Context: an optimization exercise on an open-source flow, tuned for small area. The choices shown serve that exercise and are no tape-out recipe.
The RTL was checked by simulation tests, not by an equivalence proof against the original design.
Power is estimated from default activity; no workload was simulated.

run 1:
==> flow/design.v <==
module csr_file (
    input  logic        clk,
    input  logic        reset,
    input  logic        csr_valid,
    input  logic        csr_w_valid,
    input  logic [11:0] csr_ra,
    output logic [63:0] csr_rd,
    input  logic        wr_valid,
    input  logic [11:0] wr_addr,
    input  logic [63:0] wr_data,
    input  logic        commit_valid,
    input  logic        trap_valid,
    input  logic [63:0] trap_pc,
    input  logic [63:0] trap_cause,
    input  logic [63:0] trap_tval,
    input  logic        mret_valid,
    output logic        redirect_valid,
    output logic [63:0] redirect_pc
);
    typedef logic [63:0] word_t;
    localparam logic [11:0] A_MSTATUS  = 12'h300;
    localparam logic [11:0] A_MIE      = 12'h304;
    localparam logic [11:0] A_MTVEC    = 12'h305;
    localparam logic [11:0] A_MSCRATCH = 12'h340;
    localparam logic [11:0] A_MEPC     = 12'h341;
    localparam logic [11:0] A_MCAUSE   = 12'h342;
    localparam logic [11:0] A_MTVAL    = 12'h343;
    localparam logic [11:0] A_MIP      = 12'h344;
    localparam logic [11:0] A_MCYCLE   = 12'hB00;
    localparam logic [11:0] A_MINSTRET = 12'hB02;
    logic        st_mie, st_mpie;
    logic [1:0]  st_mpp;
    logic [63:2] mtvec, mepc;
    word_t       mie, mscratch, mcause, mtval, mip, mcycle, minstret;
    logic        redir_trap, redir_mret;
    logic unused_w_valid;
    assign unused_w_valid = csr_w_valid;
    logic wr_en;
    assign wr_en = wr_valid & ~trap_valid & ~mret_valid;
    logic w_mstatus, w_mie, w_mtvec, w_mscratch, w_mepc, w_mcause, w_mtval, w_mip, w_mcycle, w_minstret;
    assign w_mstatus  = wr_en & (wr_addr == A_MSTATUS);
    assign w_mie      = wr_en & (wr_addr == A_MIE);
    assign w_mtvec    = wr_en & (wr_addr == A_MTVEC);
    assign w_mscratch = wr_en & (wr_addr == A_MSCRATCH);
    assign w_mepc     = wr_en & (wr_addr == A_MEPC);
    assign w_mcause   = wr_en & (wr_addr == A_MCAUSE);
    assign w_mtval    = wr_en & (wr_addr == A_MTVAL);
    assign w_mip      = wr_en & (wr_addr == A_MIP);
    assign w_mcycle   = wr_en & (wr_addr == A_MCYCLE);
    assign w_minstret = wr_en & (wr_addr == A_MINSTRET);
    logic r_mstatus, r_mie, r_mtvec, r_mscratch, r_mepc, r_mcause, r_mtval, r_mip, r_mcycle, r_minstret;
    assign r_mstatus  = (csr_ra == A_MSTATUS);
    assign r_mie      = (csr_ra == A_MIE);
    assign r_mtvec    = (csr_ra == A_MTVEC);
    assign r_mscratch = (csr_ra == A_MSCRATCH);
    assign r_mepc     = (csr_ra == A_MEPC);
    assign r_mcause   = (csr_ra == A_MCAUSE);
    assign r_mtval    = (csr_ra == A_MTVAL);
    assign r_mip      = (csr_ra == A_MIP);
    assign r_mcycle   = (csr_ra == A_MCYCLE);
    assign r_minstret = (csr_ra == A_MINSTRET);
    logic byp;
    assign byp = wr_en & |{A_MSTATUS  == wr_addr && r_mstatus,
                           A_MIE      == wr_addr && r_mie,
                           A_MTVEC    == wr_addr && r_mtvec,
                           A_MSCRATCH == wr_addr && r_mscratch,
                           A_MEPC     == wr_addr && r_mepc,
                           A_MCAUSE   == wr_addr && r_mcause,
                           A_MTVAL    == wr_addr && r_mtval,
                           A_MIP      == wr_addr && r_mip,
                           A_MCYCLE   == wr_addr && r_mcycle,
                           A_MINSTRET == wr_addr && r_minstret};
    logic s_reg, s_byp;
    assign s_reg = csr_valid & ~byp;
    assign s_byp = csr_valid & byp;
    word_t byp_mask;
    always_comb begin
        byp_mask = {64{s_byp}};
        if (r_mstatus) byp_mask = {51'd0, s_byp, s_byp, 3'd0, s_byp, 3'd0, s_byp, 3'd0};
        if (r_mtvec | r_mepc) byp_mask[1:0] = 2'b00;
    end
    word_t v_mstatus, v_mtvec, v_mepc;
    assign v_mstatus = {51'd0, st_mpp, 3'd0, st_mpie, 3'd0, st_mie, 3'd0};
    assign v_mtvec   = {mtvec, 2'b00};
    assign v_mepc    = {mepc, 2'b00};
    word_t g_a, g_b, g_c, g_d;
    assign g_a = ({64{s_reg & r_mie}}      & mie)      |
                 ({64{s_reg & r_mtvec}}    & v_mtvec)  |
                 ({64{s_reg & r_mscratch}} & mscratch);
    assign g_b = ({64{s_reg & r_mepc}}     & v_mepc)   |
                 ({64{s_reg & r_mcause}}   & mcause)   |
                 ({64{s_reg & r_mtval}}    & mtval);
    assign g_c = ({64{s_reg & r_mip}}      & mip)      |
                 ({64{s_reg & r_mcycle}}   & mcycle)   |
                 ({64{s_reg & r_minstret}} & minstret);
    assign g_d = ({64{s_reg & r_mstatus}}  & v_mstatus) |
                 (byp_mask & wr_data);
    assign csr_rd = ~(~g_a & ~g_b & ~g_c & ~g_d);
    always_ff @(posedge clk) begin
        redirect_valid <= ~reset & (trap_valid | mret_valid);
        redir_trap     <= trap_valid;
        redir_mret     <= ~trap_valid;
    end
    assign redirect_pc = ({64{redir_trap}} & {mtvec, 2'b00}) | ({64{redir_mret}} & {mepc, 2'b00});
    logic nr;
    assign nr = ~reset;
    logic l_mie, l_mtvec, l_mscratch, l_mip, l_mepc, l_mcause, l_mtval, l_mcycle, l_minstret;
    logic h_mie, h_mtvec, h_mscratch, h_mip, h_mepc, h_mcause, h_mtval, h_mcycle, h_minstret;
    logic t_ld;
    assign l_mie      = w_mie      & nr;
    assign l_mtvec    = w_mtvec    & nr;
    assign l_mscratch = w_mscratch & nr;
    assign l_mip      = w_mip      & nr;
    assign l_mepc     = w_mepc     & nr;
    assign l_mcause   = w_mcause   & nr;
    assign l_mtval    = w_mtval    & nr;
    assign l_mcycle   = w_mcycle   & nr;
    assign l_minstret = w_minstret & nr;
    assign h_mie      = ~(w_mie      | reset);
    assign h_mtvec    = ~(w_mtvec    | reset);
    assign h_mscratch = ~(w_mscratch | reset);
    assign h_mip      = ~(w_mip      | reset);
    assign h_mepc     = ~(w_mepc   | reset | trap_valid);
    assign h_mcause   = ~(w_mcause | reset | trap_valid);
    assign h_mtval    = ~(w_mtval  | reset | trap_valid);
    assign h_mcycle   = ~(w_mcycle   | reset);
    assign h_minstret = ~(w_minstret | reset);
    assign t_ld       = trap_valid & nr;
    localparam int CB = 8;
    word_t cy_c, cy_i;
    logic [63/CB:0] bc_c, bc_i;
    assign bc_c[0] = 1'b1;
    assign bc_i[0] = commit_valid & ~trap_valid;
    for (genvar b = 1; b < 64 / CB; b++) begin : g_blk
        assign bc_c[b] = bc_c[b-1] & (&mcycle[CB*(b-1) +: CB]);
        assign bc_i[b] = bc_i[b-1] & (&minstret[CB*(b-1) +: CB]);
    end
    for (genvar i = 0; i < 64; i++) begin : g_carry
        if (i % CB == 0) begin : g_first
            assign cy_c[i] = bc_c[i / CB];
            assign cy_i[i] = bc_i[i / CB];
        end else begin : g_next
            assign cy_c[i] = cy_c[i-1] & mcycle[i-1];
            assign cy_i[i] = cy_i[i-1] & minstret[i-1];
        end
    end
    always_ff @(posedge clk) begin
        mie      <= ({64{l_mie}}      & wr_data)       | ({64{h_mie}}      & mie);
        mtvec    <= ({62{l_mtvec}}    & wr_data[63:2]) | ({62{h_mtvec}}    & mtvec);
        mscratch <= ({64{l_mscratch}} & wr_data)       | ({64{h_mscratch}} & mscratch);
        mip      <= ({64{l_mip}}      & wr_data)       | ({64{h_mip}}      & mip);
        mepc     <= ({62{t_ld}} & trap_pc[63:2]) | ({62{l_mepc}}   & wr_data[63:2]) | ({62{h_mepc}}   & mepc);
        mcause   <= ({64{t_ld}} & trap_cause)    | ({64{l_mcause}} & wr_data)       | ({64{h_mcause}} & mcause);
        mtval    <= ({64{t_ld}} & trap_tval)     | ({64{l_mtval}}  & wr_data)       | ({64{h_mtval}}  & mtval);
        mcycle   <= ({64{l_mcycle}}   & wr_data) | ({64{h_mcycle}}   & (mcycle   ^ cy_c));
        minstret <= ({64{l_minstret}} & wr_data) | ({64{h_minstret}} & (minstret ^ cy_i));
    end
    always_ff @(posedge clk) begin
        if (reset) begin
            st_mie  <= 1'b0;
            st_mpie <= 1'b0;
            st_mpp  <= 2'b00;
        end else if (trap_valid) begin
            st_mie  <= 1'b0;
            st_mpie <= st_mie;
            st_mpp  <= 2'b11;
        end else if (mret_valid) begin
            st_mie  <= st_mpie;
            st_mpie <= 1'b1;
            st_mpp  <= 2'b11;
        end else if (w_mstatus) begin
            st_mie  <= wr_data[3];
            st_mpie <= wr_data[7];
            st_mpp  <= wr_data[12:11];
        end
    end
endmodule
==> flow/config.mk <==
export PLATFORM = sky130hd
export DESIGN_NAME = csr_file
export DESIGN_NICKNAME = csr_file
export VERILOG_FILES = /design/flow/design.v
export SDC_FILE = /design/flow/constraint.sdc
export NUM_CORES = 4
export LEC_CHECK = 0
export CAP_MARGIN = 10
export CORE_MARGIN = 2
export CORE_UTILIZATION = 60
export GPL_ROUTABILITY_DRIVEN = 0
export SLEW_MARGIN = 10
==> flow/constraint.sdc <==
create_clock -name core_clock -period 7.0 [get_ports {clk}]
set_input_delay 1.4000 -clock core_clock [delete_from_list [all_inputs] [get_ports {clk}]]
set_output_delay 1.4000 -clock core_clock [all_outputs]
set_load 0.01 [all_outputs]
standard.sh (not shown) runs the stock make flow with config.mk's settings and CLKGATE_MAP_FILE= SYNTH_SCRIPT=/design/flow/synth_recipe.tcl, a recipe that flattens the netlist after the stock synthesis.
==> flow/flow/run.sh <==
#!/bin/bash
# Layout flow: the standard flow (standard.sh) with these changes:
#  - synthesis is the standard flow's script with ABC's mapping step run with an area-oriented
#    script (flow/abc_area.script); when flow/no_extract_fa exists, Yosys's half/full
#    adder extraction is skipped and ABC maps that logic too. Everything before ABC,
#    including register mapping and naming, is unchanged;
#  - port buffers are the smallest buffer (buf_1) rather than the resizer's pick;
#  - CTS uses the arguments in flow/cts_args (buffer list, sink clustering, no dummy
#    loads) when that file exists.
# Every tool's output goes to the ORFS logs under orfs/logs, and make's to flow.log.
set -euo pipefail
W=$PWD
export AREA_ABC_SCRIPT=$W/flow/abc_area.script
export BUFFER_PORTS_ARGS="-buffer_cell sky130_fd_sc_hd__buf_1"
if [[ -f $W/flow/cts_args ]]; then export CTS_ARGS="$(cat $W/flow/cts_args)"; fi

{
  head -n 1 synth_recipe.tcl
  cat <<'EOT'
proc abc {args} {
  set i [lsearch -exact $args -script]
  if {$i >= 0} { set args [lreplace $args $i [expr {$i + 1}] -script $::env(AREA_ABC_SCRIPT)] }
  yosys abc {*}$args
}
EOT
  if [[ -f $W/flow/no_extract_fa ]]; then echo 'proc extract_fa {args} { }'; fi
  tail -n +2 synth_recipe.tcl
} > area_synth.tcl

sed "s#SYNTH_SCRIPT=[^ ]*#SYNTH_SCRIPT=$W/area_synth.tcl#" standard.sh > area_standard.sh
bash area_standard.sh > flow.log 2>&1
==> flow/flow/abc_area.script <==
&get -n
&st
&dch -x
&nf -R 150 -p -C 32 -F 8 -A 8 -a
&put
==> flow/flow/cts_args <==
-sink_clustering_enable -repair_clock_nets -buf_list "sky130_fd_sc_hd__clkbuf_4 sky130_fd_sc_hd__clkbuf_8" -dont_use_dummy_load -sink_clustering_size 16 -sink_clustering_max_diameter 60
==> flow/flow/no_extract_fa <==
The following lists how run 2 was set up differently from run 1:
- GPL_ROUTABILITY_DRIVEN removed (was 0)
--- a/flow/flow/run.sh
+++ b/flow/flow/run.sh
@@ -2 +2 @@
-# Layout flow: the standard flow (standard.sh) with these changes:
+# Layout flow: the standard flow (standard.sh) with two changes:
@@ -4,6 +4,3 @@
-#    script (flow/abc_area.script); when flow/no_extract_fa exists, Yosys's half/full
-#    adder extraction is skipped and ABC maps that logic too. Everything before ABC,
-#    including register mapping and naming, is unchanged;
-#  - port buffers are the smallest buffer (buf_1) rather than the resizer's pick;
-#  - CTS uses the arguments in flow/cts_args (buffer list, sink clustering, no dummy
-#    loads) when that file exists.
+#    script (flow/abc_area.script); everything before ABC, including register
+#    mapping and naming, is unchanged;
+#  - port buffers are the smallest buffer (buf_1) rather than the resizer's pick.
==> flow/flow/abc_area.script <==
&get -n
&nf -R 1000 -p -C 32 -F 8 -A 8 -a
&put
Findings:
- Per the comparison of run 2 with run 1, switching component of the power moved down, portion of the clock cycle consumed by the worst path in the final layout fell 1.5 points, critical path's largest stage delay went down.
- Delta (run 2 minus run 1): register clock-pin slew on the reported worst setup and hold paths has increased; met3 global-route usage has decreased; total power consumption of the routed design has decreased; worst setup slack has increased; final critical path time including I/O delays and setup has decreased.
- Wire: run 2 routes less than run 1
Input-level comparison between run 3 and run 2:
- setting GPL_ROUTABILITY_DRIVEN to 0 for the first time
==> flow/flow/abc_area.script <==
&get -n
&st
&dch -x
&nf -R 60 -p -C 32 -F 8 -A 8 -a
&put
==> summary.txt <==
- Setup slack in run 3 is smaller than in run 2.
- When run 3 is set beside run 2, its routing usage on met1 turns out to be 3.7 points larger.
- From run 2 to run 3 the numbers moved as follows: multi-input combinational gate total closely matched the old numbers; maximum frequency lost 1.1%.
- Synthesized area delta (run 2 -> run 3): insignificant
- Looking at sum of net half-perimeters after detailed placement across run 3 and run 2, the one that comes out higher is run 3.
- Status: post-route cell area parity (run 3, run 2)
### run 3 -> run 4
==> flow/flow/abc_area.script <==
&get -n
&nf -R 1000 -p -C 32 -F 8 -A 8 -a
&put
Results
Run 3 completed every stage of the flow, and the final layout passed the timing, design-rule and antenna checks.
Run 4 finished end to end and its layout was clean on timing, DRC and antenna.
Run 3 and run 4 ended up with nearly the same proportion of synthesized chip area in sequential cells.
Going from run 3 to run 4, non-clock buffer count comparable; count of routing violations after the opening detailed-route iteration now larger; share of layout cells above drive strength 1 comparable.
For utilization, run 3 and run 4 come out practically identical.
Between run 3 and run 4, met1 wire length is higher for run 3, run 4 comes in under that.
Sequential fraction of design power delta (run 3 -> run 4): insignificant
Relative to run 3, internal reg-to-reg setup slack increased by 0.17 ns in run 4.
The final critical delay including setup and external delays reported for run 4 is smaller than that of run 3 by 0.071 ns.
After detailed routing, run 3 needs more wire than run 4.
Total power consumption of the routed design essentially unchanged between run 3 and run 4.

[port drivers added, routing unchanged]
The flow's constraints put no driver on any port. The routed layouts listed below were extracted and timed again, unchanged, in two steps. Step 1 sets driving cells, clkbuf_16 on the clock port and buf_2 on the other inputs (assumed; they add their load-dependent delay and slew). Step 2 moves the port delays by t, midway between the first and last clock arrival at a register: inputs arrive t later, outputs are due t later. That takes back most of the time a late clock gives input paths. a / b / c = no drivers / after step 1 / after step 2; a / b = the first two.
| run | shift t [ns] | setup WS [ns] | slew at the worst register clock pin (ns) |
|---|---|---|---|
| run 1 | 0.689 | 0.458 / 0.433 / 0.333 | 0.11 / 0.11 |
| run 2 | 0.693 | 0.560 / 0.541 / 0.541 | 0.11 / 0.11 |
| run 3 | 0.653 | 0.489 / 0.467 / 0.467 | 0.10 / 0.10 |
| run 4 | 0.693 | 0.560 / 0.541 / 0.541 | 0.11 / 0.11 |
After both steps every run listed still meets setup and hold. For run 1, which loses most, drivers alone change the setup slack by -0.025 ns; drivers and shift together by -0.125 ns.
